Source: an optimization exercise on an open RTL-to-GDS flow (aim: small area, a short achievable clock period and few clock cycles per item). Production flows keep margins and buffers that such runs may drop.
Where RTL was checked, it was by simulation tests only, not by an equivalence proof against the original.
Power figures rest on the tool's default switching activity, not on a simulated workload.

==> flow/design.v (excerpt) <==
module shader_cache_entry_validator_unit (
   input  logic        clock,
   input  logic        reset,
   input  logic        req_tvalid,
   output logic        req_tready,
   input  logic [15:0] req_tdata,   
   input  logic        req_tlast,   
   output logic        rsp_tvalid,
   input  logic        rsp_tready,
   output logic [39:0] rsp_tdata,   
   input  logic        csr_valid,
   output logic        csr_ready,
   input  logic [1:0]  csr_index,
   input  logic [31:0] csr_data
);
For scale: ~2900 cells after synthesis, ~430 flip-flops.
export LEC_CHECK = 0
export CAP_MARGIN = 20
export CORE_MARGIN = 2
export CORE_UTILIZATION = 40
export SETUP_SLACK_MARGIN = 5
export SLEW_MARGIN = 20
create_clock -name core_clock -period 10.0 [get_ports {clock}]
standard.sh (not shown) runs the stock make flow with config.mk's settings and CLKGATE_MAP_FILE= SYNTH_SCRIPT=/design/flow/synth_recipe.tcl, a recipe that flattens the netlist after the stock synthesis.
==> flow/flow/run.sh <==
#!/bin/bash
# Own layout flow: the standard flow (standard.sh, standard synthesis unchanged) with
# smaller port buffers and a clock tree without dummy loads, set through ORFS's environment
# variables. The flow's full output goes to flow_orfs.log in this folder.
set -euo pipefail
cd "$(dirname "$0")/.."
export BUFFER_PORTS_ARGS="-buffer_cell sky130_fd_sc_hd__buf_1"
export CTS_ARGS="-sink_clustering_enable -repair_clock_nets -dont_use_dummy_load -sink_clustering_size 15 -sink_clustering_max_diameter 50 -buf_list {sky130_fd_sc_hd__clkbuf_4 sky130_fd_sc_hd__clkbuf_8}"
bash standard.sh > flow_orfs.log 2>&1
Testbench counts at the start, summed over its fixed seeds: cycles 74,921, bytes 74,896.
Change:
--- a/flow/design.v
+++ b/flow/design.v
@@ -794,29 +794,31 @@
    logic        header_bad_ff;
    logic [31:0] word_count_ff;
    logic [31:0] len_left_ff;     
    logic        len_high_ff;     
    logic        len_sum_ok_ff;   
    logic [63:0] hash_field_ff;
    logic        prefix_bad_ff;
    logic        vp_valid_ff;
    logic [2:0]  vp_code_ff;      
+   logic        fin_valid_ff;
+   logic [2:0]  fin_code_ff;     
    logic        rsp_valid_ff;
    logic [2:0]  rsp_code_ff;
    logic [31:0] rejected_ff;
    logic        take, take_payload, consume, last, header, prefix, word;
    logic [5:0]  hpos;
    logic [7:0]  expect_byte;
    logic        check_byte;
    logic [63:0] hash;
    logic        walk_bad;
    logic [25:0] prefix_end;
-   logic        at_prefix_end;
+   logic        at_prefix_end_ff;   
    logic        at_max;
    logic [2:0]  pre_code;
    logic [2:0]  code;
    logic        load_rsp;
    logic [1:0]  owed_next;
    assign csr_ready  = 1'b1;
    assign req_tready = ready_ff;
    assign rsp_tvalid = rsp_valid_ff;
    assign rsp_tdata  = {5'd0, rejected_ff, rsp_code_ff};
@@ -856,21 +858,20 @@
          ready_ff <= !owed_next[1];
       end
    end
    assign consume = in_valid_ff;
    assign last    = in_last_ff;
    assign header  = !payload_ff;
    assign prefix  = payload_ff && !words_ff;
    assign word    = words_ff;
    assign hpos    = pos_ff[5:0];
-   assign prefix_end = {2'd0, contract_len_ff} + {2'd0, source_len_ff} + 26'd39;
+   assign prefix_end = {2'd0, contract_len_ff} + {2'd0, source_len_ff} + 26'd38;
    assign at_max  = pos_ff == max_bytes_ff;
-   assign at_prefix_end = pos_ff == {6'd0, prefix_end};
    always_comb begin
       check_byte  = header && hpos < 6'd20;
       expect_byte = 8'd0;
       case (hpos[4:0])
          5'd0:  expect_byte = scev_pkg::HdrMagic[7:0];
          5'd1:  expect_byte = scev_pkg::HdrMagic[15:8];
          5'd2:  expect_byte = scev_pkg::HdrMagic[23:16];
          5'd3:  expect_byte = scev_pkg::HdrMagic[31:24];
          5'd4:  expect_byte = 8'd2;
@@ -886,38 +887,41 @@
          5'd18: expect_byte = source_len_ff[23:16];
          default: expect_byte = 8'd0;
       endcase
    end
    always_ff @(posedge clock) begin
       if (reset) begin
          pos_ff        <= '0;
          payload_ff    <= 1'b0;
          words_ff      <= 1'b0;
+         at_prefix_end_ff <= 1'b0;
          over_ff       <= 1'b0;
          header_bad_ff <= 1'b0;
          len_high_ff   <= 1'b0;
          len_sum_ok_ff <= 1'b0;
       end else if (consume) begin
          if (last) begin
             pos_ff        <= '0;
             payload_ff    <= 1'b0;
             words_ff      <= 1'b0;
+            at_prefix_end_ff <= 1'b0;
             over_ff       <= 1'b0;
             header_bad_ff <= 1'b0;
             len_high_ff   <= 1'b0;
             len_sum_ok_ff <= 1'b0;
          end else begin
             pos_ff <= scev_pkg::inc32(pos_ff);
+            at_prefix_end_ff <= pos_ff == {6'd0, prefix_end};
             if (header && hpos == 6'd39) payload_ff <= 1'b1;
             if (at_max) over_ff <= 1'b1;
             if (check_byte && in_file_ff != expect_byte) header_bad_ff <= 1'b1;
             if (header && hpos[5:2] == 4'd7 && in_file_ff != 8'd0) len_high_ff <= 1'b1;
-            if (at_prefix_end) begin
+            if (at_prefix_end_ff) begin
                words_ff <= 1'b1;
                if (len_left_ff == {word_count_ff[29:0], 1'b0, payload_ff} &&
                    word_count_ff[31:30] == 2'd0) len_sum_ok_ff <= 1'b1;
             end
          end
       end
    end
    always_ff @(posedge clock) begin
       if (consume) begin
@@ -984,32 +988,35 @@
       end
    end
    always_comb begin
       if (vp_code_ff != scev_pkg::VerdictOk) code = vp_code_ff;
       else if (hash != hash_field_ff) code = scev_pkg::VerdictHash;
       else if (prefix_bad_ff) code = scev_pkg::VerdictPrefix;
       else if (walk_bad) code = scev_pkg::VerdictSpirv;
       else code = scev_pkg::VerdictOk;
    end
-   assign load_rsp = vp_valid_ff && !rsp_valid_ff;
+   assign load_rsp = fin_valid_ff && !rsp_valid_ff;
    always_ff @(posedge clock) begin
       if (reset) begin
          vp_valid_ff  <= 1'b0;
+         fin_valid_ff <= 1'b0;
          rsp_valid_ff <= 1'b0;
          rejected_ff  <= '0;
       end else begin
-         if (consume && last) vp_valid_ff <= 1'b1;
-         else if (load_rsp) vp_valid_ff <= 1'b0;
+         vp_valid_ff <= consume && last;
+         if (vp_valid_ff) fin_valid_ff <= 1'b1;
+         else if (load_rsp) fin_valid_ff <= 1'b0;
          if (load_rsp) begin
             rsp_valid_ff <= 1'b1;
-            if (code != scev_pkg::VerdictOk)
+            if (fin_code_ff != scev_pkg::VerdictOk)
                rejected_ff <= scev_pkg::inc32(rejected_ff) | {32{&rejected_ff}};
          end else if (rsp_tready) begin
             rsp_valid_ff <= 1'b0;
          end
       end
    end
    always_ff @(posedge clock) begin
       if (consume && last) vp_code_ff <= pre_code;
-      if (load_rsp) rsp_code_ff <= code;
+      if (vp_valid_ff) fin_code_ff <= code;
+      if (load_rsp) rsp_code_ff <= fin_code_ff;
    end
 endmodule
Synthesized area climbs by 0.97%.
Critical path depth climbs by 1.
Power climbs by 1.2%.
Sequential cell count climbs by 5.
Global-route usage climbs by 0.11 points.
Cell count climbs by 2.0%.
Routed wire length climbs by 2.0%.
Only the layout flow was run in the second run of this note; the RTL was not checked for function there.

## static timing again, ports no longer ideal
In the flow no input, the clock included, has a driving cell. The finished layouts below were timed again as built, in two steps. Step 1, drivers: a clkbuf_16 drives clock and a buf_2 each remaining input, both assumed. Step 2 also shifts input and output timing later by t, the mid clock arrival at the registers, as if the neighbouring blocks saw the same clock. Three values: ideal, step 1, step 2; two values: the first two.
run	shift t [ns]	slack for setup (ns)	worst hold slack (ns)
the first run	0.712	5.095 / 5.095 / 5.095	0.458 / 0.458 / 0.458
the second run	0.712	5.011 / 5.011 / 5.011	0.455 / 0.455 / 0.455
After both steps every run listed still meets setup and hold.
